Source: an optimization exercise on an open RTL-to-GDS flow (aim: small area). Production flows keep margins and buffers that such runs may drop. The RTL was checked by simulation tests, not by an equivalence proof against the original design. Power figures rest on the tool's default switching activity, not on a simulated workload.

==> flow/run.sh <==
#!/bin/bash
# synth_recipe.tcl (not shown) runs the flow's synth.tcl, then flattens the netlist and writes it again
# the make line also repeats each setting of config.mk as NAME=value (left out here)
make -C /OpenROAD-flow-scripts/flow DESIGN_CONFIG=/design/flow/config.mk WORK_HOME=/design/flow/orfs CLKGATE_MAP_FILE= SYNTH_SCRIPT=/design/flow/synth_recipe.tcl finish
==> flow/config.mk <==
export PLATFORM = sky130hd
export DESIGN_NAME = spram_top
export DESIGN_NICKNAME = spram_top
export VERILOG_FILES = /design/flow/design.v
export SDC_FILE = /design/flow/constraint.sdc
export NUM_CORES = 4
export LEC_CHECK = 0
export CAP_MARGIN = 20
export CORE_MARGIN = 2
export CORE_UTILIZATION = 40
export SLEW_MARGIN = 20
==> flow/constraint.sdc <==
create_clock -name core_clock -period 4.0 [get_ports {clka}]
set_input_delay 0.8000 -clock core_clock [delete_from_list [all_inputs] [get_ports {clka}]]
set_output_delay 0.8000 -clock core_clock [all_outputs]
set_load 0.01 [all_outputs]
==> flow/design.v <==
`default_nettype none
`timescale 1ns/1ps
module spram_core #(
    parameter int write_mode = 1
) (
    input  logic                          clka,
    input  logic                          rsta,      
    input  logic                          req_en,    
    input  logic [(32 / 8)-1:0]   req_we,    
    input  logic [6-1:0]  req_addr,  
    input  logic [32-1:0]  req_din,   
    output logic [32-1:0]  stage1     
);
    localparam int num_bytes = (32 / 8);
    localparam int depth     = 1 << 6;
    logic [32-1:0] mem [depth];
    logic [32-1:0] old_word;       
    logic [32-1:0] merged_word;    
    logic                         is_write;
    function automatic logic [32-1:0] merge_lanes(
        logic [32-1:0] base,
        logic [32-1:0] data,
        logic [(32 / 8)-1:0]  lanes);
        logic [32-1:0] result;
        result = base;
        for (int b = 0; b < num_bytes; b++) begin
            if (lanes[b]) begin
                result[b*8 +: 8] =
                    data[b*8 +: 8];
            end
        end
        merge_lanes = result;
    endfunction
    assign old_word    = mem[req_addr];
    assign merged_word = merge_lanes(old_word, req_din, req_we);
    assign is_write    = |req_we;
    always @(posedge clka) begin
        if (req_en) begin
            for (int b = 0; b < num_bytes; b++) begin
                if (req_we[b]) begin
                    mem[req_addr][b*8 +: 8] <=
                        req_din[b*8 +: 8];
                end
            end
        end
    end
    always_ff @(posedge clka or posedge rsta) begin
        if (rsta) begin
            stage1 <= {32{1'b0}};
        end else if (req_en) begin
            case (write_mode)
                0: begin
                    stage1 <= old_word;
                end
                1: begin
                    stage1 <= merged_word;     
                end
                2: begin
                    if (!is_write) begin
                        stage1 <= old_word;    
                    end
                end
                default: begin
                    stage1 <= old_word;
                end
            endcase
        end
    end
endmodule
`default_nettype wire
`default_nettype none
`timescale 1ns/1ps
module spram_out_pipe #(
    parameter int read_latency = 3
) (
    input  logic                         clka,
    input  logic                         rsta,
    input  logic [32-1:0] stage1,
    input  logic                         regcea,    
    output logic [32-1:0] douta
);
    if (read_latency == 1) begin : gen_direct
        assign douta = stage1;    
    end else begin : gen_pipe
        for (genvar i = 0; i < read_latency - 1; i++) begin : gen_stage
            logic [32-1:0] d;
            logic [32-1:0] q;
            logic                         load;
            if (i == 0) begin : gen_first
                assign d = stage1;
            end else begin : gen_next
                assign d = gen_stage[i-1].q;
            end
            assign load = (i == read_latency - 2) ? regcea : 1'b1;
            always_ff @(posedge clka or posedge rsta) begin
                if (rsta) begin
                    q <= {32{1'b0}};
                end else if (load) begin
                    q <= d;
                end
            end
        end
        assign douta = gen_stage[read_latency-2].q;
    end
endmodule
`default_nettype wire
`default_nettype none
`timescale 1ns/1ps
module spram_top #(
    parameter int write_mode   = 1,    
    parameter int read_latency = 3
) (
    input  logic                          clka,
    input  logic                          rsta,      
    input  logic                          req_en,    
    input  logic [(32 / 8)-1:0]   req_we,    
    input  logic [6-1:0]  req_addr,  
    input  logic [32-1:0]  req_din,   
    input  logic                          regcea,
    output logic [32-1:0]  douta
);
    logic [32-1:0] stage1;    
    spram_core #(
        .write_mode (write_mode)
    ) core0 (
        .clka     (clka),
        .rsta     (rsta),
        .req_en   (req_en),
        .req_we   (req_we),
        .req_addr (req_addr),
        .req_din  (req_din),
        .stage1   (stage1)
    );
    spram_out_pipe #(
        .read_latency (read_latency)
    ) pipe0 (
        .clka   (clka),
        .rsta   (rsta),
        .stage1 (stage1),
        .regcea (regcea),
        .douta  (douta)
    );
endmodule
`default_nettype wire
==> impl_metrics.toml, run 1 <==
[status]
status = "complete, no violations"

[grt]
grt_pass1_wl_mm = 368
antenna_found_initial = 16
grt_max_degree = 66
grt_usage_pct = 24.3
overflow = 0
grt_pass1_vias = 48643

[timing]
slew_violations = 0
setup_viol = 0
fmax_ghz = 0.328
hold_ws_ps = 413
slew_headroom_pct = 20.0
tns_ps = 0
fin_crit_sh_pct = 76.3
max_slew.worst_pin.slew_ps = 1200
fin_crit_ps = 3050
fin_worst_skew_ps = 26.9
final_hold_viol_count = 0
rsz0062_at_grt = "no"

[cts]
ctsResizeCount = 0
cts_sinks = 2144
h-tree-depth = 4
worst_setup_hold_path_clk_slew_ps = 60
cts_tree = "yes"
clkLatencyLatePin_ps = 860
cts.path.max_buffers = 3
cts_made_buffers = 214
holdBufCountCts = 0
post_cts_buffers = 0
root_buffer = "clkbuf_16"

[placement]
hpwlAfterDp_mm = 166
port_buffers = 77
place_congestion = 0.921

[drt]
drtPass1Iterations = 6
ant_nets = 0
vias_per_cell = 6.13
post-route-drc-count = 0
drt-total-wl_mm = 259
vias = 49309
wire_per_inst_um = 32.3
drt_iter0_markers = 6961

[final_layout]
seqCellArea_um2 = 63900
final_nets = 5201
syn_to_final_growth_pct = 16.8
layout_commonest_cell = "edfxtp_1"
final_cell_mix = "edfxtp_1 (2048), buf_4 (499), nor2_1 (343)"
fillCellCount = 17432
multi_input_area_um2 = 17600
drive_above_1_share_pct = 23.1

[setup_path]
crit_type = "in -> reg"
path_buf_inv = 4
ff2ff_path_depth = 5
cpMaxStageDelayCell = "a2111oi_0"
path_max_fanout = 19
regToRegSetupSlack_ps = 1480
crit_arrival_ps = 3750
reg2reg_from = "core0.mem[52][11]"
r2r_end = "core0.stage1[11]"
start_kind = "primary input"
critPathMostFrequentCell = "buf_4"
path_cells = "clkdlybuf4s50_1 > buf_4 > nand3b_1 > buf_4 > buf_4 > a221oi_1 > nand2_1 > nand3_1 > a2111oi_0 > a21oi_1"
cp_top_family = "buffers and inverters"
crit_required_ps = 4700
cpPeakStageDelay_ps = 710
endpoint_kind = "flip-flop"

[logic_synthesis]
synth-async-reset-ratio_pct = 4.48
synth_area_leaders = "edfxtp_1 (74%), mux4_2 (3.7%), dfrtp_1 (2.9%)"
synth-seq-cells = 2144
synth_top_area_cell = "edfxtp_1"
yosys_warnings = 2
ys_seq_area_share_pct = 76.9
synth_nets = 4702
avgSynthCellArea_um2 = 17.9
yosysTopAreaCellShare_pct = 74.0
synthFlopType = "edfxtp_1"
syn_inst = 4656
synth_edf_count = 2048
ys_types = 76
syn_area_um2 = 83100

[floorplanning]
die_x_um = 460
dieArea_um2 = 211000
coreArea_um2 = 207000
row_count = 167
start_util_pct = 40.2
ios = 78
die_h_um = 460

[power_and_ir_drop]
fin_total_pwr_mw = 47.8
irDropWorstVdd_mv = 0.387
cellLeakagePower_nw = 31.7
p_per_area_nw_per_um2 = 493

[min_path]
worst_hold_path_type = "in -> async"

[job]
maxCapViolCount = 0
## power breakdown
group | switching (mW) | leakage, nW | total (mW) | internal [mW]
registers | 0.204 | 19.5 | 25.0 | 24.8
logic | 2.01 | 8.80 | 3.01 | 1.01
clock network | 8.57 | 3.36 | 19.8 | 11.2
total | 10.8 | 31.7 | 47.8 | 37.0
## worst reg2reg max path, stage by stage (launching register included)
cell and delay [ps]:
edfxtp_1 360, mux4_2 490, mux2i_1 500, o22ai_1 140, a2111oi_0 720, a21oi_1 150
## final cells by class
class	instances	share of cell area, %
Multi-Input combinational cell	2171	18.1
Clock buffer	287	6.06
Antenna cell	1	0.00258
Sequential cell	2144	65.8
Timing Repair Buffer	619	5.44
Tap cell	2704	3.49
Inverter	5	0.0322
Clock inverter	110	1.04
## flip-flops by register name (all words and copies together) (netlist names)
signal and flops:
core0.mem 2048, pipe0.gen_pipe.gen_stage.q 64, core0.stage1 32
## stage by stage
| step | utilization [%] | worst slack, ps | std cells | instance area, um2 |
|---|---|---|---|---|
| 2_1_floorplan | - | 695 | 4656 | 83100 |
| 3_3_place_gp | 43.6 | 195 | 7642 | 90100 |
| 3_5_place_dp | 43.6 | 178 | 7642 | 90100 |
| 4_1_cts | 46.9 | 1070 | 8039 | 97000 |
| 5_1_grt | 46.9 | 854 | 8041 | 97000 |
| 6_report | 46.9 | 947 | 8041 | 97000 |
## worst max-delay path by stage
stage                start               end  slack, ps  depth (start not counted)
2_1_floorplan         rsta   core0.stage1[0]        690                          1
3_3_place_gp   req_addr[2]   core0.stage1[4]        200                          9
3_5_place_dp   req_addr[4]  core0.stage1[14]        180                         10
4_1_cts        req_addr[4]  core0.stage1[14]       1070                         10
5_1_grt        req_addr[4]  core0.stage1[14]        850                         10
6_report       req_addr[4]  core0.stage1[14]        950                         10
## per-layer routing
layer	wire length (um)	track usage [%]	share of wire [%]
met1	103000	34.2	40
met2	117000	37.1	45
met3	29500	5.69	11
met4	9510	8.24	3.7
met5	111	0	0.043
## Yosys cell counts, drive strengths merged, types with 6 or more instances
master,count
o22a,8
a22o,46
nand3,23
nor2,347
mux2,197
edfxtp,2048
a22oi,179
nand2b,10
o21ai,96
a21oi,142
a2111oi,13
a221oi,222
a222oi,8
and3,9
o2bb2ai,20
dfrtp,96
clkbuf,98
a31oi,34
nand3b,7
mux4,137
nor3b,6
o2111a,6
o211ai,6
o22ai,103
mux2i,186
and2,10
o32ai,8
a221o,45
nand2,161
nor3,24
nor4b,6
a211oi,24
buf,238
o221ai,13
nor2b,10
## cells by family after synthesis
| kind of cell | after synthesis | synth area share (%) |
|---|---|---|
| multiplexers | 520 | 8.62 |
| AO/OA/AOI/OAI | 1010 | 8.97 |
| flip-flops | 2144 | 76.9 |
| buffers and inverters | 341 | 2.18 |
| AND/OR/NAND/NOR | 641 | 3.35 |
==> run 2, diff against run 1 <==
==> flow/design.v (replaced) <==
`default_nettype none
`timescale 1ns/1ps
module spram_cell (
    input  logic clka,
    input  logic load,
    input  logic hold,
    input  logic xb,
    output logic s
);
    always @(posedge clka) s <= ~((hold | xb) & (load | s));
endmodule
`default_nettype wire
`default_nettype none
`timescale 1ns/1ps
module spram_top (
    input  logic                          clka,
    input  logic                          rsta,      
    input  logic                          req_en,    
    input  logic [(32 / 8)-1:0]   req_we,    
    input  logic [6-1:0]  req_addr,  
    input  logic [32-1:0]  req_din,   
    input  logic                          regcea,
    output logic [32-1:0]  douta
);
    localparam int num_bytes = (32 / 8);
    localparam int bw        = 8;
    localparam int dw        = 32;
    localparam int depth     = 1 << 6;
    logic phase;
    always @(posedge clka) phase <= ~phase;
    logic [dw-1:0] din_x;
    assign din_x = req_din ^ {dw{phase}};
    logic [dw-1:0] mem [depth];
    for (genvar i = 0; i < depth; i++) begin : gen_word
        for (genvar b = 0; b < num_bytes; b++) begin : gen_lane
            logic load;
            assign load = req_en & req_we[b] & (req_addr == i);
            for (genvar j = 0; j < bw; j++) begin : gen_bit
                spram_cell u_cell (
                    .clka (clka),
                    .load (load),
                    .hold (~load),
                    .xb   (din_x[b*bw + j]),
                    .s    (mem[i][b*bw + j])
                );
            end
        end
    end
    logic [6-1:0] rd_addr;
    logic                         p1_zero;
    always @(posedge clka) begin
        if (req_en) rd_addr <= req_addr;
    end
    always_ff @(posedge clka or posedge rsta) begin
        if (rsta)        p1_zero <= 1'b1;
        else if (req_en) p1_zero <= 1'b0;
    end
    logic [dw-1:0] rd_raw;
    always_comb begin
        rd_raw = '0;
        for (int i = 0; i < depth; i++) begin
            if (rd_addr == i) rd_raw = rd_raw | mem[i];
        end
    end
    logic [dw-1:0] p2;
    always_ff @(posedge clka or posedge rsta) begin
        if (rsta)         p2 <= {32{1'b0}};
        else if (p1_zero) p2 <= {32{1'b0}};
        else              p2 <= rd_raw ^ {dw{phase}};
    end
    always_ff @(posedge clka or posedge rsta) begin
        if (rsta)        douta <= {32{1'b0}};
        else if (regcea) douta <= p2;
    end
endmodule
`default_nettype wire
--- a/flow/config.mk
+++ b/flow/config.mk
@@ -11 +11,2 @@
 export SLEW_MARGIN = 20
+export SYNTH_HIERARCHICAL = 1
==> impl_metrics.toml, run 2 <==
[status]
status = "complete, but fails checks"
failed_layout_checks = "negative setup slack"

[logic_synthesis]
synth_edf_count = 6
synth_nets = 6881
synth_compound_area_share_pct = 28.6
synthXorXnorAreaFrac_pct = 0.391
synth_mux_area_share_pct = 1.91
synthFlopType = "dfxtp_1"
syn_inst = 6835
syn_area_um2 = 71700
ys_seq_area_share_pct = 59.7
avgSynthCellArea_um2 = 10.5
synth-seq-cells = 2120
synth-async-reset-ratio_pct = 3.07
synth_adder_area_share_pct = 0
ys_types = 61
synth_top_family_by_area = "compound AO/OA/AOI/OAI gates"
yosysTopAreaCellShare_pct = 57.2
synthSimpleGateAreaFrac_pct = 6.40
yosys_warnings = 9
synth_top_area_cell = "dfxtp_1"
synth_area_leaders = "dfxtp_1 (57%), o22ai_1 (18%), a22oi_1 (8.9%)"
ys_top_cells_by_count = "o22ai_1 (2057), dfxtp_1 (2049), a22oi_1 (846)"
synth_most_common_cell = "o22ai_1"

[placement]
port_buffers = 77
dp_slack_ps = -76.2
hpwlAfterDp_mm = 318
place_congestion = 1.09

[setup_path]
cpMaxStageDelayCell = "nor4_1"
path_buf_inv = 2
cp_top_family = "simple AND/OR/NAND/NOR gates"
crit_required_ps = 4750
endpoint_kind = "flip-flop"
crit_arrival_ps = 4780
path_cells = "or4b_2 > buf_4 > nor2_4 > buf_12 > a22oi_1 > nand2_1 > nor4_1 > nand3_1 > mux2i_1"
start_kind = "flip-flop"
cpPeakStageDelay_ps = 910
critPathLaunch = "rd_addr[5]"
reg2reg_from = "rd_addr[5]"
path_max_fanout = 14
crit_type = "reg -> reg"

[cts]
cts_made_buffers = 219
h-tree-depth = 4
post_cts_buffers = 0
cts_sinks = 2120
ctsResizeCount = 0
holdBufCountCts = 0
root_buffer = "clkbuf_16"
clkLatencyLatePin_ps = 910
worst_setup_hold_path_clk_slew_ps = 70
cts_tree = "yes"
cts.path.max_buffers = 3

[grt]
grt_pass1_vias = 68341
overflow = 0
grt_usage_pct = 47.9
grt_max_degree = 65
antenna_found_initial = 28
grt_pass1_wl_mm = 599

[timing]
fin_worst_skew_ps = 29.4
fin_crit_sh_pct = 101
slew_headroom_pct = 11.8
slew_violations = 0
setup_slack_ps = -30.8
fmax_ghz = 0.248
rsz0062_at_grt = "no"
max_slew.worst_pin.slew_ps = 1320
fin_crit_ps = 4030
final_hold_viol_count = 0
setup_viol = 1

[drt]
drt_iter0_markers = 13728
drt-total-wl_mm = 452
post-route-drc-count = 0
vias_per_cell = 7.22
ant_nets = 0
drtPass1Iterations = 8
vias = 74150
wire_per_inst_um = 43.9

[floorplanning]
die_x_um = 427
ios = 78
coreArea_um2 = 178000
row_count = 155
die_h_um = 427
dieArea_um2 = 183000
start_util_pct = 40.2

[job]
maxCapViolCount = 0

[power_and_ir_drop]
irDropWorstVdd_mv = 0.363
p_per_area_nw_per_um2 = 570
cellLeakagePower_nw = 36.8

[final_layout]
syn_to_final_growth_pct = 27.3
layout_commonest_cell = "o22ai_1"
reg.largest.list = "gen_word.gen_lane.gen_bit.u_cell.s x2048, douta x32, p2 x32"
largest_register_ffs = 2048
fin_util_pct = 51.2
top_register = "gen_word.gen_lane.gen_bit.u_cell.s"
final_nets = 7756
drive_above_1_share_pct = 17.7
final_cell_mix = "o22ai_1 (2057), dfxtp_1 (2048), a22oi_1 (846)"

[min_path]
worst_hold_path_type = "in -> async"
[run 2: modules after synthesis (local to each module, per instance)]
module,cells inside,flip-flops and latches
spram_top,2739,72
spram_cell,2,1
[run 2: where the power goes]
part           leakage [nW]  switching (mW)  internal, mW
Sequential             19.1            2.12          23.7
Combinational          13.9            2.40          1.80
Clock                  3.78            9.24          12.8
Total                  36.8            13.8          38.3
[run 2: stage by stage]
stage | power [mW] | std cells | setup TNS, ps | instance area, um2 | hold slack [ps]
3_3_place_gp | 30.1 | 9843 | -11290 | 83500 | 428
6_report | 52.0 | 10277 | -30.8 | 91300 | 354
5_1_grt | 53.0 | 10259 | 0 | 91200 | 405
2_1_floorplan | 27.4 | 6835 | 0 | 71700 | 417
3_5_place_dp | 30.1 | 9844 | -502 | 83500 | 432
4_1_cts | 51.6 | 10250 | 0 | 91200 | 359
[run 2: worst paths after layout]
path,end,slack (ps),cells after the start
worst max-delay path,p2[21],-30,9
worst min-delay path,douta[18],350,2
worst max register to register,p2[21],-30,9
worst min register to register,gen_word[10].gen_lane[2].gen_bit[5].u_cell.s,440,1
max in group asynchronous,p2[3],2810,3
min in group core_clock,gen_word[10].gen_lane[2].gen_bit[5].u_cell.s,440,1
[run 2: logic make-up after synthesis]
logic type | count (synthesis)
mux | 126
simple gates | 973
flops | 2120
compound gates | 3060
xor+xnor | 32
buf+inv | 524
[run 2: cell type report]
class	instances	area, um2
fillers	16024	87000
flip-flops and latches	2120	42800
multi-input cells	4191	27900
repair buffers	917	8860
clock buffers	317	6450
well taps	2355	2950
clock inverters	89	1210
inverters	261	985
diodes	27	67.6
[run 2: layer usage]
layer / global-route usage, % / vias up / share of wire [%]
met3: 17.5 / 1763 / 15
met2: 65.8 / 6914 / 39
met5: 0.132 / - / 0.033
met4: 37.0 / 22 / 9.5
li1: - / 29280 / -
met1: 60.4 / 36171 / 36
==> run 3, diff against run 2 <==
--- a/flow/design.v
+++ b/flow/design.v
@@ -10,2 +10,13 @@
     always @(posedge clka) s <= ~((hold | xb) & (load | s));
+endmodule
+`default_nettype wire
+`default_nettype none
+module spram_rsel2 (
+    input  logic nsel_a,
+    input  logic a,
+    input  logic nsel_b,
+    input  logic b,
+    output logic y
+);
+    assign y = ~((nsel_a | a) & (nsel_b | b));
 endmodule
@@ -57,14 +68,30 @@
     end
-    logic [dw-1:0] rd_raw;
-    always_comb begin
-        rd_raw = '0;
-        for (int i = 0; i < depth; i++) begin
-            if (rd_addr == i) rd_raw = rd_raw | mem[i];
+    logic [depth-1:0] rd_nsel;
+    for (genvar i = 0; i < depth; i++) begin : gen_rdec
+        assign rd_nsel[i] = ~((rd_addr == i) & ~p1_zero);
+    end
+    logic [dw-1:0] rd_inv;
+    for (genvar j = 0; j < dw; j++) begin : gen_rcol
+        logic [depth/2-1:0] pair;
+        for (genvar k = 0; k < depth/2; k++) begin : gen_pair
+            spram_rsel2 u_rsel (
+                .nsel_a (rd_nsel[2*k]),
+                .a      (mem[2*k][j]),
+                .nsel_b (rd_nsel[2*k+1]),
+                .b      (mem[2*k+1][j]),
+                .y      (pair[k])
+            );
         end
+        assign rd_inv[j] = |pair;
     end
-    logic [dw-1:0] p2;
+    logic [dw-1:0] p2_raw;
+    logic          p2_pol;
     always_ff @(posedge clka or posedge rsta) begin
-        if (rsta)         p2 <= {32{1'b0}};
-        else if (p1_zero) p2 <= {32{1'b0}};
-        else              p2 <= rd_raw ^ {dw{phase}};
+        if (rsta) begin
+            p2_raw <= {32{1'b0}};
+            p2_pol <= 1'b0;
+        end else begin
+            p2_raw <= rd_inv;
+            p2_pol <= ~phase & ~p1_zero;
+        end
     end
@@ -72,3 +99,3 @@
         if (rsta)        douta <= {32{1'b0}};
-        else if (regcea) douta <= p2;
+        else if (regcea) douta <= p2_raw ^ {dw{p2_pol}};
     end
--- a/flow/config.mk
+++ b/flow/config.mk
@@ -7,6 +7,9 @@
 export LEC_CHECK = 0
-export CAP_MARGIN = 20
+export CAP_MARGIN = 10
 export CORE_MARGIN = 2
-export CORE_UTILIZATION = 40
-export SLEW_MARGIN = 20
+export CORE_UTILIZATION = 50
+export CTS_BUF_LIST = sky130_fd_sc_hd__clkbuf_8
+export CTS_CLUSTER_DIAMETER = 50
+export CTS_CLUSTER_SIZE = 14
+export SLEW_MARGIN = 10
 export SYNTH_HIERARCHICAL = 1
==> impl_metrics.toml, run 3 <==
[setup_path]
cpPeakStageDelay_ps = 730
cpMaxStageDelayCell = "nand2_1"
endpoint_kind = "flip-flop"
path_max_fanout = 12
start_kind = "flip-flop"
crit_arrival_ps = 4450
path_buf_inv = 1
cp_top_family = "simple AND/OR/NAND/NOR gates"
path_cells = "nand2b_1 > nor2_1 > nand2_1 > buf_4 > o22ai_1 > nor4_1 > nand4_1 > or2_2"
crit_type = "reg -> reg"
crit_required_ps = 4800

[placement]
hpwlAfterDp_mm = 189
place_congestion = 1.01
port_buffers = 77

[power_and_ir_drop]
cellLeakagePower_nw = 29.3
intPower_mw = 31.4
p_comb_share_pct = 10.1
swShare_pct = 26.4
pwr-share-clk_pct = 31.2
power.net_switching_mw = 11.3
pwr-share-seq_pct = 58.6
irDropWorstVdd_mv = 0.290
p_per_area_nw_per_um2 = 537

[cts]
cts.path.max_buffers = 3
worst_setup_hold_path_clk_slew_ps = 90
cts_made_buffers = 190
h-tree-depth = 4
ctsResizeCount = 0
holdBufCountCts = 0
post_cts_buffers = 0
root_buffer = "clkbuf_8"
clkLatencyLatePin_ps = 960
cts_tree = "yes"
cts_sinks = 2121

[timing]
fin_crit_ps = 3650
slew_headroom_pct = 16.8
fin_crit_sh_pct = 91.2
fmax_ghz = 0.274
setup_viol = 0
slew_violations = 0
max_slew.worst_pin.slew_ps = 1240
fin_worst_skew_ps = 50.9
rsz0062_at_grt = "no"
hold_ws_ps = 243
final_hold_viol_count = 0
tns_ps = 0

[final_layout]
seqCellArea_um2 = 42900
final_nets = 7112
final_cell_mix = "o22ai_1 (3072), dfxtp_1 (2048), nand2_1 (387)"
fillCellCount = 11947
top_register = "gen_word.gen_lane.gen_bit.u_cell.s"
fin_util_pct = 57.9
largest_register_ffs = 2048
reg.largest.list = "gen_word.gen_lane.gen_bit.u_cell.s x2048, douta x32, p2_raw x32"
multi_input_area_um2 = 26200
syn_to_final_growth_pct = 15.4
layout_commonest_cell = "o22ai_1"
drive_above_1_share_pct = 10.1

[logic_synthesis]
avgSynthCellArea_um2 = 10.5
syn_inst = 6554
synth_top_area_cell = "dfxtp_1"
yosys_warnings = 9
ys_top_cells_by_count = "o22ai_1 (3072), dfxtp_1 (2049), nand2_1 (391)"
syn_area_um2 = 68900
yosysTopAreaCellShare_pct = 59.5
synth_area_leaders = "dfxtp_1 (60%), o22ai_1 (28%), dfrtp_1 (2.4%)"
synthFlopType = "dfxtp_1"
synth_top_family_by_area = "compound AO/OA/AOI/OAI gates"
synth_mux_area_share_pct = 0
synth-seq-cells = 2121
synth_adder_area_share_pct = 0
synth_compound_area_share_pct = 28.1
synth_nets = 6600
synthSimpleGateAreaFrac_pct = 8.25
synthXorXnorAreaFrac_pct = 0.814
synth_most_common_cell = "o22ai_1"
synth_edf_count = 6
synth-async-reset-ratio_pct = 3.11
ys_types = 35
ys_seq_area_share_pct = 62.2

[drt]
drt_iter0_markers = 8953
vias = 64190
ant_nets = 0
wire_per_inst_um = 31.6
post-route-drc-count = 0
vias_per_cell = 7.14
drt-total-wl_mm = 284
drtPass1Iterations = 8

[grt]
overflow = 0
grt_usage_pct = 38.7
grt_pass1_vias = 58675
grt_max_degree = 65
grt_pass1_wl_mm = 404
antenna_found_initial = 13

[status]
status = "complete, no violations"

[job]
maxCapViolCount = 0

[floorplanning]
dieArea_um2 = 141000
die_x_um = 375
ios = 78
row_count = 136
start_util_pct = 50.2
die_h_um = 375
coreArea_um2 = 137000

[min_path]
worst_hold_path_type = "in -> async"
run 3: cell types whose count changed in the layout (fill, tap and decap cells not counted), moves of 64 or more:
cell and change:
o22ai_1 +1015, a22oi_1 -846, buf_4 -427, nor2_1 +249
inv_1 -227, clkbuf_16 -223, nor4_1 +213, clkbuf_8 +158
buf_12 -69, mux2i_1 -65, nand2_1 -64
run 3: area by class of cell:
type / instances / area share (%)
diodes: 16 / 0.0504
clock buffers: 210 / 3.64
clock inverters: 91 / 1.16
inverters: 2 / 0.0126
multi-input cells: 4332 / 33.0
flip-flops and latches: 2121 / 53.9
well taps: 1794 / 2.82
repair buffers: 419 / 5.36
run 3: logic make-up (layout without fill, tap and decap cells):
| group | Yosys count | after routing |
|---|---|---|
| AO/OA/AOI/OAI | 3104 | 3104 |
| flip-flops | 2121 | 2121 |
| AND/OR/NAND/NOR | 1164 | 1164 |
| buffers and inverters | 101 | 722 |
| XOR/XNOR | 64 | 64 |
| other | 0 | 16 |
run 3: worst register-to-register path, stage by stage, from the launching register on:
cell and delay, ps:
edfxtp_1 480, nand2b_1 210, nor2_1 160, nand2_1 730, buf_4 290, o22ai_1 70, nor4_1 530, nand4_1 530
or2_2 490
run 3: per-layer routing:
| metal | global-route usage, % | wire, um |
|---|---|---|
| met2 | 52.8 | 113000 |
| met4 | 23.7 | 19900 |
| met5 | 0 | 41 |
| met3 | 10.8 | 36600 |
| met1 | 53.9 | 114000 |
run 3: per-module statistics from Yosys (local to each module, per instance):
module,flip-flops and latches,cells,copies in the design,cell area [um2]
spram_top,73,1434,1,8660
spram_cell,1,2,2048,26.3
spram_rsel2,0,1,1024,6.26
run 3: per-stage QoR:
stage | cells | total power [mW] | worst slack, ps | instance area (um2)
after floorplan | 6554 | 27.5 | 461 | 68900
after global placement | 8668 | 29.4 | 517 | 75600
after detailed placement | 8668 | 29.6 | 473 | 75600
after CTS | 8969 | 42.5 | 542 | 79400
after global routing | 8971 | 44.0 | 352 | 79400
final | 8985 | 42.7 | 352 | 79500
run 3: path summary, 6_finish.rpt:
kind | from | end | slack, ps | depth (start not counted)
min in group core_clock | gen_word[13].gen_lane[2].gen_bit[0].u_cell.s | gen_word[13].gen_lane[2].gen_bit[0].u_cell.s | 450 | 1
max in group asynchronous | rsta | p1_zero | 3030 | 3
worst min-delay path | rsta | douta[13] | 240 | 2
worst max-delay path | rd_addr[3] | p2_raw[19] | 350 | 8
worst max register to register | rd_addr[3] | p2_raw[19] | 350 | 8
worst min register to register | gen_word[13].gen_lane[2].gen_bit[0].u_cell.s | gen_word[13].gen_lane[2].gen_bit[0].u_cell.s | 450 | 1
run 3: power groups by stage:
stage | logic, mW | registers (mW) | clock network (mW)
floorplan | 2.35 | 25.2 | 0
global placement | 4.04 | 25.4 | 0
detailed placement | 4.19 | 25.4 | 0
CTS | 4.17 | 25.0 | 13.4
global route | 4.54 | 25.3 | 14.2
finish | 4.33 | 25.0 | 13.3
==> run 4, diff against run 3 <==
==> flow/flow/run.sh (new file) <==
#!/bin/bash
# The standard layout, with two changes: CTS inserts no dummy loads and
# uses clkbuf_8 clusters, and the port buffers are buf_1 cells.
set -uo pipefail
export CTS_ARGS="-sink_clustering_enable -repair_clock_nets -dont_use_dummy_load -buf_list sky130_fd_sc_hd__clkbuf_8 -sink_clustering_size 14 -sink_clustering_max_diameter 50"
export BUFFER_PORTS_ARGS="-buffer_cell sky130_fd_sc_hd__buf_1"
bash standard.sh > standard_make.log 2>&1
rc=$?
exit $rc
==> flow/standard.sh (new file) <==
#!/bin/bash
# synth_recipe.tcl (not shown) runs the flow's synth.tcl, then flattens the netlist and writes it again
# the make line also repeats each setting of config.mk as NAME=value (left out here)
make -C /OpenROAD-flow-scripts/flow DESIGN_CONFIG=/design/flow/config.mk WORK_HOME=/design/flow/orfs CLKGATE_MAP_FILE= SYNTH_SCRIPT=/design/flow/synth_recipe.tcl "${@:-finish}"
--- a/flow/config.mk
+++ b/flow/config.mk
@@ -7,3 +7,3 @@
 export LEC_CHECK = 0
-export CAP_MARGIN = 10
+export CAP_MARGIN = 20
 export CORE_MARGIN = 2
@@ -13,3 +13,3 @@
 export CTS_CLUSTER_SIZE = 14
-export SLEW_MARGIN = 10
+export SLEW_MARGIN = 20
 export SYNTH_HIERARCHICAL = 1
removed: flow/run.sh
==> impl_metrics.toml, run 4 <==
[floorplanning]
coreArea_um2 = 137000
row_count = 136
dieArea_um2 = 141000
die_x_um = 375
die_h_um = 375
ios = 78
start_util_pct = 50.2

[grt]
overflow = 0
grt_pass1_wl_mm = 403
grt_usage_pct = 38.6
grt_max_degree = 65
antenna_found_initial = 17
grt_pass1_vias = 58272

[logic_synthesis]
synth-seq-cells = 2121
synthXorXnorAreaFrac_pct = 0.814
synth_mux_area_share_pct = 0
ys_seq_area_share_pct = 62.2
synthFlopType = "dfxtp_1"
ys_top_cells_by_count = "o22ai_1 (3072), dfxtp_1 (2049), nand2_1 (391)"
avgSynthCellArea_um2 = 10.5
synth_area_leaders = "dfxtp_1 (60%), o22ai_1 (28%), dfrtp_1 (2.4%)"
synth_adder_area_share_pct = 0
synth-async-reset-ratio_pct = 3.11
synth_nets = 6600
syn_area_um2 = 68900
syn_inst = 6554
ys_types = 35
synth_most_common_cell = "o22ai_1"
yosys_warnings = 9
synth_top_family_by_area = "compound AO/OA/AOI/OAI gates"
synth_top_area_cell = "dfxtp_1"
synth_edf_count = 6
synth_compound_area_share_pct = 28.1
synthSimpleGateAreaFrac_pct = 8.25
yosysTopAreaCellShare_pct = 59.5

[cts]
clkLatencyLatePin_ps = 990
worst_setup_hold_path_clk_slew_ps = 90
cts_sinks = 2121
root_buffer = "clkbuf_8"
cts_made_buffers = 186
h-tree-depth = 4
post_cts_buffers = 0
cts.path.max_buffers = 3
cts_tree = "yes"

[setup_path]
reg2reg_from = "p1_zero"
critPathLaunch = "p1_zero"
endpoint_kind = "flip-flop"
crit_arrival_ps = 4440
cpMaxStageDelayCell = "nor4_1"
path_cells = "nor3b_2 > nand2_1 > o22ai_1 > nor4_1 > nand4_1 > or2_2"
crit_required_ps = 4840
path_max_fanout = 16
cpPeakStageDelay_ps = 750
crit_type = "reg -> reg"
start_kind = "flip-flop"

[timing]
fmax_ghz = 0.277
fin_worst_skew_ps = 76.1
fin_crit_sh_pct = 90.1
tns_ps = 0
rsz0062_at_grt = "no"
slew_violations = 0
fin_crit_ps = 3600
setup_viol = 0
final_hold_viol_count = 0
max_slew.worst_pin.slew_ps = 1130
slew_headroom_pct = 24.7
hold_ws_ps = 274

[drt]
wire_per_inst_um = 32.0
drt-total-wl_mm = 282
ant_nets = 0
vias = 63618
drtPass1Iterations = 7
post-route-drc-count = 0
drt_iter0_markers = 8156
vias_per_cell = 7.21

[final_layout]
layout_commonest_cell = "o22ai_1"
final_cell_mix = "o22ai_1 (3072), dfxtp_1 (2048), nand2_1 (387)"
top_register = "gen_word.gen_lane.gen_bit.u_cell.s"
final_nets = 7056
reg.largest.list = "gen_word.gen_lane.gen_bit.u_cell.s x2048, douta x32, p2_raw x32"
syn_to_final_growth_pct = 11.8
largest_register_ffs = 2048
drive_above_1_share_pct = 8.46

[power_and_ir_drop]
fin_total_pwr_mw = 40.1
p_per_area_nw_per_um2 = 521
irDropWorstVdd_mv = 0.378
cellLeakagePower_nw = 28.0

[placement]
hpwlAfterDp_mm = 186
place_congestion = 1.02
port_buffers = 77

[status]
status = "complete, no violations"

[job]
maxCapViolCount = 0

[min_path]
hp-start = "req_en"
worst_hold_path_type = "in -> reg"
[run 4: cell counts after synthesis]
No cell type changed its count.
[run 4: report_power, final]
group / total (mW) / internal (mW) / leakage (nW) / switching [mW]
Combinational: 4.05 / 1.63 / 7.49 / 2.41
Clock: 11.0 / 4.13 / 1.34 / 6.87
Sequential: 25.0 / 23.7 / 19.1 / 1.36
Total: 40.1 / 29.4 / 28.0 / 10.6
[run 4: final timing paths]
| path | to | slack (ps) | cells past startpoint |
|---|---|---|---|
| max in group asynchronous | douta[27] | 2730 | 4 |
| worst max register to register | p2_raw[8] | 400 | 6 |
| worst max-delay path | p2_raw[8] | 400 | 6 |
| min in group asynchronous | douta[10] | 360 | 3 |
| worst min register to register | gen_word[6].gen_lane[2].gen_bit[1].u_cell.s | 450 | 1 |
| worst min-delay path | p1_zero | 270 | 3 |
[run 4: per-stage QoR]
stage / setup WS, ps / utilization, % / cell area (um2) / cells
after detailed placement: 551 / 54.2 / 74400 / 8615
after global routing: 476 / 56.1 / 77000 / 8805
after CTS: 688 / 56.1 / 77000 / 8802
final: 396 / 56.1 / 77000 / 8819
after floorplan: 461 / - / 68900 / 6554
after global placement: 594 / 54.2 / 74400 / 8615
[run 4: area by class of cell]
class	count	area, um2
antenna	17	42.5
clock buffer	186	2560
fill	12156	60100
inverter	2	10.0
multi-input combinational	4332	26200
sequential	2121	42900
tap	1794	2240
timing repair buffer	367	3050
[run 4: repair_timing]
item | in CTS | in global routing
hold buffers | 1 | 0
hold endpoints to repair | 25 | 0
gates resized for setup | 0 | 0
[run 4: per-module statistics from Yosys, one instance, submodules excluded]
module       cells  flops+latches  times used
spram_rsel2      1              0        1024
spram_cell       2              1        2048
spram_top     1434             73           1
[run 4: cells by family (layout without fill, tap and decap cells)]
logic type | Yosys count | count (layout)
compound gates | 3104 | 3104
xor+xnor | 64 | 64
buf+inv | 101 | 555
flops | 2121 | 2121
other cells | 0 | 17
simple gates | 1164 | 1164
[run 4: routing by layer]
metal  share of wire [%]  vias to the layer above  GRT usage (%)  wire length [um]
li1                    -                    27798              -                 -
met4                 7.7                       14           25.4             21700
met5               0.035                        -          0.172                99
met2                  39                     4322           52.3            111000
met3                  12                      797           10.7             35000
met1                  40                    30687           53.6            114000
[run 4: critical path, delay by kind of cell, from the launching register on]
family / cells / cell delay (ps)
AOI/OAI and AO/OA: 1 / 210
and+or+nand+nor: 5 / 2580
DFF: 1 / 680
==> run 5, diff against run 4 <==
--- a/flow/config.mk
+++ b/flow/config.mk
@@ -9,3 +9,3 @@
 export CORE_MARGIN = 2
-export CORE_UTILIZATION = 50
+export CORE_UTILIZATION = 62
 export CTS_BUF_LIST = sky130_fd_sc_hd__clkbuf_8
==> impl_metrics.toml, run 5 <==
[timing]
rsz0062_at_grt = "no"
fin_worst_skew_ps = 74.8
fin_crit_ps = 3850
fin_crit_sh_pct = 96.3
final_hold_viol_count = 0
max_slew.worst_pin.slew_ps = 1270
tns_ps = 0
slew_violations = 0
fmax_ghz = 0.260
slew_headroom_pct = 14.7
setup_viol = 0

[grt]
antenna_found_initial = 20
overflow = 0
grt_usage_pct = 46.0
grt_pass1_wl_mm = 388
grt_pass1_vias = 58503
grt_max_degree = 65

[setup_path]
cpPeakStageDelay_ps = 620
path_max_fanout = 16
cp_top_family = "simple AND/OR/NAND/NOR gates"
endpoint_kind = "flip-flop"
crit_required_ps = 4760
crit_type = "reg -> reg"
crit_arrival_ps = 4610
cpMaxStageDelayCell = "nor4_1"
critPathMostFrequentCell = "buf_4"
path_buf_inv = 3
path_cells = "and3b_1 > nand2_1 > buf_4 > buf_4 > o22ai_1 > nor4_1 > buf_4 > nand4_1 > or2_2"
start_kind = "flip-flop"

[final_layout]
fillCellCount = 8665
drive_above_1_share_pct = 8.41
reg.largest.list = "gen_word.gen_lane.gen_bit.u_cell.s x2048, douta x32, p2_raw x32"
multi_input_area_um2 = 26200
final_nets = 7054
seqCellArea_um2 = 42900
largest_register_ffs = 2048
fin_util_pct = 69.3
syn_to_final_growth_pct = 11.0
final_cell_mix = "o22ai_1 (3072), dfxtp_1 (2048), nand2_1 (387)"
top_register = "gen_word.gen_lane.gen_bit.u_cell.s"
layout_commonest_cell = "o22ai_1"

[cts]
cts.path.max_buffers = 3
h-tree-depth = 4
cts_sinks = 2121
cts_tree = "yes"
ctsResizeCount = 0
clkLatencyLatePin_ps = 930
cts_made_buffers = 182
holdBufCountCts = 1
root_buffer = "clkbuf_8"
post_cts_buffers = 0
worst_setup_hold_path_clk_slew_ps = 80

[floorplanning]
dieArea_um2 = 114000
die_h_um = 337
row_count = 122
coreArea_um2 = 110000
ios = 78
start_util_pct = 62.4
die_x_um = 337

[status]
status = "complete, no violations"

[drt]
drt_iter0_markers = 10347
vias = 64480
drtPass1Iterations = 10
drt-total-wl_mm = 270
wire_per_inst_um = 31.8
post-route-drc-count = 0
vias_per_cell = 7.59
ant_nets = 0

[power_and_ir_drop]
p_per_area_nw_per_um2 = 522
cellLeakagePower_nw = 27.9
swShare_pct = 26.5
pwr-share-clk_pct = 26.8
p_comb_share_pct = 10.4
irDropWorstVdd_mv = 0.369
pwr-share-seq_pct = 62.8
intPower_mw = 29.4
power.net_switching_mw = 10.6

[logic_synthesis]
synth_most_common_cell = "o22ai_1"
ys_types = 35
synth_edf_count = 6
synth-seq-cells = 2121
yosysTopAreaCellShare_pct = 59.5
yosys_warnings = 9
syn_inst = 6554
synth_top_area_cell = "dfxtp_1"
avgSynthCellArea_um2 = 10.5
ys_top_cells_by_count = "o22ai_1 (3072), dfxtp_1 (2049), nand2_1 (391)"
syn_area_um2 = 68900
synth-async-reset-ratio_pct = 3.11
synth_nets = 6600
synth_area_leaders = "dfxtp_1 (60%), o22ai_1 (28%), dfrtp_1 (2.4%)"
synthFlopType = "dfxtp_1"
ys_seq_area_share_pct = 62.2

[placement]
port_buffers = 77
place_congestion = 1.02
hpwlAfterDp_mm = 180

[min_path]
worst_hold_path_type = "in -> reg"

[job]
maxCapViolCount = 0
==> run 5: metrics by stage <==
step	setup slack, ps	hold slack (ps)	area (um2)	instances	power (mW)
finish	150	393	76500	8500	39.9
detailed placement	391	440	73900	8311	29.4
CTS	357	321	76400	8494	39.7
global route	190	419	76400	8495	41.1
global placement	472	434	73900	8311	29.2
floorplan	461	426	68900	6554	27.5
==> run 5: per-module statistics from Yosys, one instance, submodules excluded <==
module / cells / cell area, um2 / flip-flops and latches
spram_top: 1434 / 8660 / 73
spram_rsel2: 1 / 6.26 / 0
spram_cell: 2 / 26.3 / 1
==> run 5: metal layers <==
layer / share of wire (%) / track usage [%] / vias to the layer above
li1: - / - / 27766
met1: 37 / 60.6 / 30723
met2: 40 / 63.7 / 4978
met3: 14 / 13.6 / 997
met4: 9.1 / 34.2 / 16
met5: 0.040 / 0 / -
==> run 5: worst paths after layout <==
check / depth (start not counted) / to / slack (ps) / start
max: 9 / p2_raw[28] / 150 / p1_zero
min: 3 / p1_zero / 390 / req_en
max reg2reg: 9 / p2_raw[28] / 150 / p1_zero
min reg2reg: 1 / gen_word[4].gen_lane[2].gen_bit[7].u_cell.s / 450 / gen_word[4].gen_lane[2].gen_bit[7].u_cell.s
max in group asynchronous: 4 / p2_raw[8] / 2420 / rsta
min in group asynchronous: 3 / douta[23] / 550 / rsta
==> run 5: cell families (layout without fill, tap and decap cells) <==
kind of cell	after synthesis	count (layout)	synth area share (%)
compound gates	3104	3104	28.1
xor+xnor	64	64	0.814
buf+inv	101	553	0.592
flops	2121	2121	62.2
other cells	0	6	0
simple gates	1164	1164	8.25
==> run 5: worst register-to-register path: stages (launching register included) <==
cell	delay, ps
dfstp_2	590
and3b_1	380
nand2_1	510
buf_4	310
buf_4	180
o22ai_1	110
nor4_1	620
buf_4	240
nand4_1	320
or2_2	430
==> run 5: power by group through the flow <==
stage | clock [mW] | combinational (mW) | sequential [mW]
floorplan | 0 | 2.35 | 25.2
global placement | 0 | 3.82 | 25.4
detailed placement | 0 | 3.99 | 25.4
CTS | 10.7 | 3.97 | 25.0
global route | 11.5 | 4.33 | 25.3
finish | 10.7 | 4.16 | 25.1
==> run 5: cell type report <==
class / instances / share of cell area (%)
timing repair buffer: 369 / 3.89
inverter: 2 / 0.0131
tap: 1488 / 2.43
sequential: 2121 / 56.1
multi-input combinational: 4332 / 34.3
clock buffer: 182 / 3.28
antenna: 6 / 0.0196
==> run 6, diff against run 5 <==
--- a/flow/design.v
+++ b/flow/design.v
@@ -40,3 +40,6 @@
     logic phase;
-    always @(posedge clka) phase <= ~phase;
+    always @(posedge clka) begin
+        if (phase == 1'b1) phase <= 1'b0;
+        else               phase <= 1'b1;
+    end
     logic [dw-1:0] din_x;
--- a/flow/config.mk
+++ b/flow/config.mk
@@ -9,3 +9,3 @@
 export CORE_MARGIN = 2
-export CORE_UTILIZATION = 62
+export CORE_UTILIZATION = 50
 export CTS_BUF_LIST = sky130_fd_sc_hd__clkbuf_8
==> impl_metrics.toml, run 6 <==
[status]
status = "complete, no violations"

[placement]
place_congestion = 0.978
hpwlAfterDp_mm = 190
port_buffers = 77
dp_slack_ps = 353
placedCellCount = 8615

[min_path]
worst_hold_path_type = "in -> reg"
whs_endpoint = "rd_addr[4]"
hp-start = "req_addr[4]"
whs_path_depth = 1

[setup_path]
crit_arrival_ps = 4510
reg2reg_from = "p1_zero"
cpMaxStageDelayCell = "nand2_1"
cpPeakStageDelay_ps = 750
crit_type = "reg -> reg"
endpoint_kind = "flip-flop"
path_max_fanout = 16
regToRegSetupSlack_ps = 290
crit_required_ps = 4810
start_kind = "flip-flop"
ff2ff_path_depth = 7
r2r_end = "p2_raw[7]"
path_cells = "nor3_1 > buf_4 > nand2_1 > o22ai_1 > nor4_1 > nand4_1 > or2_2"

[logic_synthesis]
yosys_warnings = 9
synth_edf_count = 6
synth-async-reset-ratio_pct = 3.11
synth-seq-cells = 2121
synth_nets = 6600
synth_area_leaders = "dfxtp_1 (60%), o22ai_1 (28%), dfrtp_1 (2.4%)"
syn_area_um2 = 68900
avgSynthCellArea_um2 = 10.5
ys_seq_area_share_pct = 62.2
synthFlopType = "dfxtp_1"
syn_inst = 6554
ys_types = 35
ys_top_cells_by_count = "o22ai_1 (3072), dfxtp_1 (2049), nand2_1 (391)"
synth_top_area_cell = "dfxtp_1"
synth_most_common_cell = "o22ai_1"
yosysTopAreaCellShare_pct = 59.5

[floorplanning]
die_x_um = 375
row_count = 136
dieArea_um2 = 141000
coreArea_um2 = 137000
start_util_pct = 50.2
ios = 78
die_h_um = 375

[timing]
setup_slack_ps = 295
tns_ps = 0
hold_ws_ps = 433
fin_crit_sh_pct = 92.6
max_slew.worst_pin.slew_ps = 1220
fmax_ghz = 0.270
final_hold_viol_count = 0
fin_crit_ps = 3710
rsz0062_at_grt = "no"
slew_violations = 0
setup_viol = 0
fin_worst_skew_ps = 81.4
slew_headroom_pct = 18.3

[grt]
grt_use_met1_pct = 53.2
grt_pass1_vias = 58350
overflow = 0
grt_pass1_wl_mm = 406
antenna_found_initial = 17
grt_max_degree = 65
top_usage_layer = "met2"
globalRouteMet3Util_pct = 11.9
met2_usage_pct = 53.6
grt_usage_pct = 39.2

[cts]
cts.path.max_buffers = 3
clkLatencyLatePin_ps = 950
post_cts_buffers = 0
ctsResizeCount = 0
cts_sinks = 2121
cts_made_buffers = 189
worst_setup_hold_path_clk_slew_ps = 70
root_buffer = "clkbuf_8"
h-tree-depth = 4
cts_tree = "yes"

[final_layout]
final_cell_count_no_fill = 8825
fin_util_pct = 56.0
drive_above_1_share_pct = 8.47
fillCellCount = 12231
syn_to_final_growth_pct = 11.5
largest_register_ffs = 2048
multi_input_area_um2 = 26200
final_cell_mix = "o22ai_1 (3072), dfxtp_1 (2048), nand2_1 (387)"
seqCellArea_um2 = 42900
reg.largest.list = "gen_word.gen_lane.gen_bit.u_cell.s x2048, douta x32, p2_raw x32"
top_register = "gen_word.gen_lane.gen_bit.u_cell.s"
final_nets = 7059
layout_commonest_cell = "o22ai_1"

[drt]
drt-total-wl_mm = 287
drtPass1Iterations = 7
drt_iter0_markers = 8574
wire_per_inst_um = 32.5
vias_per_cell = 7.23
ant_nets = 0
post-route-drc-count = 0
vias = 63838

[power_and_ir_drop]
irDropWorstVdd_mv = 0.388
p_per_area_nw_per_um2 = 523
cellLeakagePower_nw = 27.9

[job]
maxCapViolCount = 0
run 6: repair_timing:
item | 4_1_cts | 5_1_grt
endpoints found under the hold margin | 12 | 0
setup endpoints to repair | 0 | 0
hold buffers | 1 | 0
run 6: layout make-up:
type | instances | share of cell area (%)
inverter | 2 | 0.0130
multi-input combinational | 4332 | 34.2
antenna | 20 | 0.0652
sequential | 2121 | 55.8
clock buffer | 189 | 3.39
timing repair buffer | 367 | 3.66
tap | 1794 | 2.92
run 6: cell families after synthesis:
kind of cell,after synthesis,share of synthesized area (%)
compound gates,3104,28.1
flops,2121,62.2
xor+xnor,64,0.814
simple gates,1164,8.26
buf+inv,101,0.587
run 6: critical path: cells and delay by family, from the launching register on:
family | cells | cell delay (ps)
AND/OR/NAND/NOR | 5 | 2480
flip-flops | 1 | 590
AO/OA/AOI/OAI | 1 | 290
buffers and inverters | 1 | 190
run 6: per-module statistics from Yosys, one instance, submodules excluded:
module       cells  times used
spram_top     1434           1
spram_rsel2      1        1024
spram_cell       2        2048
run 6: metal layers:
layer	part of all wire, %	up-vias
met2	40	4342
met3	13	808
met5	0.024	-
met1	39	30864
met4	7.3	10
li1	-	27814
run 6: report_power, final:
part / internal, mW / total, mW / switching (mW)
registers: 23.7 / 25.0 / 1.36
logic: 1.62 / 4.10 / 2.48
clock network: 4.20 / 11.1 / 6.88
run 6: worst max-delay path by stage:
stage,cells past startpoint,slack [ps],end,startpoint
finish,7,290,p2_raw[7],p1_zero
global route,7,350,p2_raw[8],rd_addr[5]
CTS,8,600,p2_raw[8],p1_zero
detailed placement,6,350,gen_word[19].gen_lane[0].gen_bit[3].u_cell.s,req_addr[0]
global placement,6,450,gen_word[19].gen_lane[3].gen_bit[4].u_cell.s,req_addr[0]
floorplan,4,460,gen_word[0].gen_lane[0].gen_bit[3].u_cell.s,phase
run 6: metrics by stage:
step / total power [mW] / area (um2)
2_1_floorplan: 27.5 / 68900
3_3_place_gp: 29.2 / 74200
3_5_place_dp: 29.4 / 74200
4_1_cts: 40.1 / 76800
5_1_grt: 41.5 / 76800
6_report: 40.2 / 76800
==> run 7, diff against run 6 <==
==> flow/flow/run.sh (replaced) <==
#!/bin/bash
# The standard layout, with two changes: CTS inserts no dummy loads and
# uses clkbuf_8 clusters, and the port buffers are buf_1 cells.
set -uo pipefail
export CTS_ARGS="-sink_clustering_enable -repair_clock_nets -dont_use_dummy_load -buf_list sky130_fd_sc_hd__clkbuf_8 -sink_clustering_size 17 -sink_clustering_max_diameter 50"
export BUFFER_PORTS_ARGS="-buffer_cell sky130_fd_sc_hd__buf_1"
bash standard.sh > standard_make.log 2>&1
rc=$?
exit $rc
--- a/flow/config.mk
+++ b/flow/config.mk
@@ -12,3 +12,3 @@
 export CTS_CLUSTER_DIAMETER = 50
-export CTS_CLUSTER_SIZE = 14
+export CTS_CLUSTER_SIZE = 17
 export SLEW_MARGIN = 20
==> impl_metrics.toml, run 7 <==
[grt]
grt_max_degree = 65
overflow = 0
grt_usage_pct = 39.2
antenna_found_initial = 12
grt_pass1_wl_mm = 406
grt_pass1_vias = 58041

[setup_path]
endpoint_kind = "flip-flop"
cpMaxStageDelayCell = "nor4_1"
path_max_fanout = 15
crit_arrival_ps = 4500
cpPeakStageDelay_ps = 1000
critPathMostFrequentCell = "nor4_1"
crit_required_ps = 4870
cp.depth = 7
r2r_end = "p2_raw[16]"
regToRegSetupSlack_ps = 370
cp_top_family = "simple AND/OR/NAND/NOR gates"
reg2reg_from = "rd_addr[1]"
path_cells = "nor4_1 > nand2_1 > buf_4 > o22ai_1 > nor4_1 > nand4_1 > or2_2"
ff2ff_path_depth = 7
path_buf_inv = 1
start_kind = "flip-flop"
crit_type = "reg -> reg"

[final_layout]
multi_input_area_um2 = 26200
layout_commonest_cell = "o22ai_1"
seqCellArea_um2 = 42900
postLayoutCellArea_um2 = 76600
fillCellCount = 12239
final_cell_mix = "o22ai_1 (3072), dfxtp_1 (2048), nand2_1 (387)"
final_nets = 7045
fin_util_pct = 55.9
reg.largest.list = "gen_word.gen_lane.gen_bit.u_cell.s x2048, douta x32, p2_raw x32"
drive_above_1_share_pct = 8.29
top_register = "gen_word.gen_lane.gen_bit.u_cell.s"
syn_to_final_growth_pct = 11.2
largest_register_ffs = 2048

[timing]
fmax_ghz = 0.275
tns_ps = 0
rsz0062_at_grt = "no"
slew_violations = 0
final_hold_viol_count = 0
slew_headroom_pct = 14.0
setup_viol = 0
fin_crit_sh_pct = 90.8
max_slew.worst_pin.slew_ps = 1280
fin_crit_ps = 3630
fin_worst_skew_ps = 75.7

[power_and_ir_drop]
intPower_mw = 29.2
power.net_switching_mw = 10.6
swShare_pct = 26.7
irDropWorstVdd_mv = 0.390
pwr-share-seq_pct = 62.9
cellLeakagePower_nw = 27.8
p_comb_share_pct = 10.3
pwr-share-clk_pct = 26.8
p_per_area_nw_per_um2 = 520

[cts]
post_cts_buffers = 0
worst_setup_hold_path_clk_slew_ps = 110
root_buffer = "clkbuf_8"
h-tree-depth = 4
clkLatencyLatePin_ps = 950
cts_tree = "yes"
cts_sinks = 2121
cts_made_buffers = 175
cts.path.max_buffers = 3

[drt]
vias_per_cell = 7.23
post-route-drc-count = 0
drt-total-wl_mm = 287
drtPass1Iterations = 7
drt_iter0_markers = 8447
ant_nets = 0
wire_per_inst_um = 32.6
vias = 63618

[logic_synthesis]
ys_seq_area_share_pct = 62.2
synth_edf_count = 6
yosys_warnings = 9
synth_nets = 6600
synth_most_common_cell = "o22ai_1"
ys_top_cells_by_count = "o22ai_1 (3072), dfxtp_1 (2049), nand2_1 (391)"
synthFlopType = "dfxtp_1"
syn_area_um2 = 68900
synth-async-reset-ratio_pct = 3.11
yosysTopAreaCellShare_pct = 59.5
avgSynthCellArea_um2 = 10.5
synth-seq-cells = 2121
syn_inst = 6554
synth_top_area_cell = "dfxtp_1"
ys_types = 35
synth_area_leaders = "dfxtp_1 (60%), o22ai_1 (28%), dfrtp_1 (2.4%)"

[min_path]
whs_endpoint = "gen_word[61].gen_lane[1].gen_bit[0].u_cell.s"
worst_hold_path_type = "in -> reg"
whs_path_depth = 3
hp-start = "req_din[8]"

[job]
maxCapViolCount = 0

[floorplanning]
row_count = 136
ios = 78
die_x_um = 375
dieArea_um2 = 141000
coreArea_um2 = 137000
start_util_pct = 50.2
die_h_um = 375

[placement]
place_area_um2 = 74200
place_congestion = 0.978
port_buffers = 77
hpwlAfterDp_mm = 190

[status]
status = "complete, no violations"
[run 7: cell counts after synthesis]
Identical to the previous run, type by type.
[run 7: area by class of cell]
type / instances / area share (%)
Antenna cell: 12 / 0.0392
Clock buffer: 175 / 3.14
Inverter: 2 / 0.0131
Multi-Input combinational cell: 4332 / 34.3
Sequential cell: 2121 / 55.9
Tap cell: 1794 / 2.93
Timing Repair Buffer: 367 / 3.67
[run 7: routing by layer]
layer | part of all wire [%] | vias up | global-route usage, % | wire length (um)
li1 | - | 27777 | - | -
met1 | 40 | 30777 | 53.2 | 114000
met2 | 40 | 4306 | 53.5 | 115000
met3 | 13 | 752 | 12.1 | 36200
met4 | 7.3 | 6 | 25.5 | 20900
met5 | 0.014 | - | 0 | 39
[run 7: how the worst max path moves through the flow]
| stage | from | slack (ps) | endpoint |
|---|---|---|---|
| 6_report | rd_addr[1] | 370 | p2_raw[16] |
| 5_1_grt | rd_addr[5] | 410 | p2_raw[8] |
| 2_1_floorplan | phase | 460 | gen_word[0].gen_lane[0].gen_bit[3].u_cell.s |
| 3_5_place_dp | req_addr[0] | 350 | gen_word[19].gen_lane[0].gen_bit[3].u_cell.s |
| 4_1_cts | rd_addr[0] | 630 | p2_raw[16] |
| 3_3_place_gp | req_addr[0] | 450 | gen_word[19].gen_lane[3].gen_bit[4].u_cell.s |
[run 7: logic make-up after synthesis]
group / count (synthesis) / share of synthesized area (%)
compound gates: 3104 / 28.1
xor+xnor: 64 / 0.814
buf+inv: 101 / 0.587
flops: 2121 / 62.2
simple gates: 1164 / 8.26
[run 7: power by group through the flow]
stage	registers [mW]	clock network [mW]	logic, mW
final	25.0	10.7	4.10
after global routing	25.3	11.5	4.31
after CTS	25.0	10.8	3.95
after detailed placement	25.4	0	3.97
after global placement	25.4	0	3.82
after floorplan	25.2	0	2.35
[run 7: what timing repair did]
| item | in CTS | in global routing |
|---|---|---|
| endpoints found under the hold margin | 12 | 0 |
| setup endpoints to repair | 0 | 0 |
| hold buffers | 1 | 0 |
| resized for setup | 0 | 0 |
[run 7: Yosys stat by module, one instance, submodules excluded]
| module | area (um2) | flops+latches |
|---|---|---|
| spram_top | 8670 | 73 |
| spram_cell | 26.3 | 1 |
| spram_rsel2 | 6.26 | 0 |
[run 7: through the flow]
| stage | setup slack, ps | total power [mW] | std cells | hold slack [ps] |
|---|---|---|---|---|
| floorplan | 461 | 27.5 | 6554 | 426 |
| global placement | 452 | 29.2 | 8615 | 435 |
| detailed placement | 353 | 29.4 | 8615 | 440 |
| CTS | 634 | 39.7 | 8791 | 355 |
| global route | 414 | 41.1 | 8794 | 434 |
| finish | 370 | 39.8 | 8803 | 435 |
[run 7: tightest hold or removal path, cell delays in order]
cell     delay (ps)
buf_1           120
xor2_4          240
o22ai_1         180

-- static timing again, ports no longer ideal --
How much do the figures lean on ideal ports? The routed layouts below were timed once more, with nothing changed but the port constraints. Step 1 assumes that a clkbuf_16 drives the clock port and a buf_2 every other input. Step 2, shift: input delay + t, output delay - t, t = (earliest + latest rising clock arrival at the registers) / 2. This alone moves slack from input paths to output paths. a / b / c = no drivers / after step 1 / after step 2; a / b = the first two.
run | shift t [ns] | setup slack, ns | worst setup path at the end | cell pins on the clock port's net
run 1 | 0.924 | 0.947 / 0.996 / 0.072 | input to register | 1
run 2 | 0.996 | -0.031 / -0.031 / -0.231 | input to register | 1
run 3 | 1.018 | 0.352 / 0.352 / 0.259 | input to register | 1
run 4 | 1.026 | 0.396 / 0.396 / 0.255 | input to register | 1
run 5 | 0.974 | 0.150 / 0.150 / 0.081 | input to register | 1
run 6 | 1.003 | 0.295 / 0.295 / -0.081 | input to register | 1
run 7 | 0.988 | 0.370 / 0.370 / -0.099 | input to register | 1
Met with ideal ports but missed after step 2: setup timing in run 6 and run 7. For run 1, which loses most, drivers alone change the setup slack by +0.049 ns; drivers and shift together by -0.875 ns.
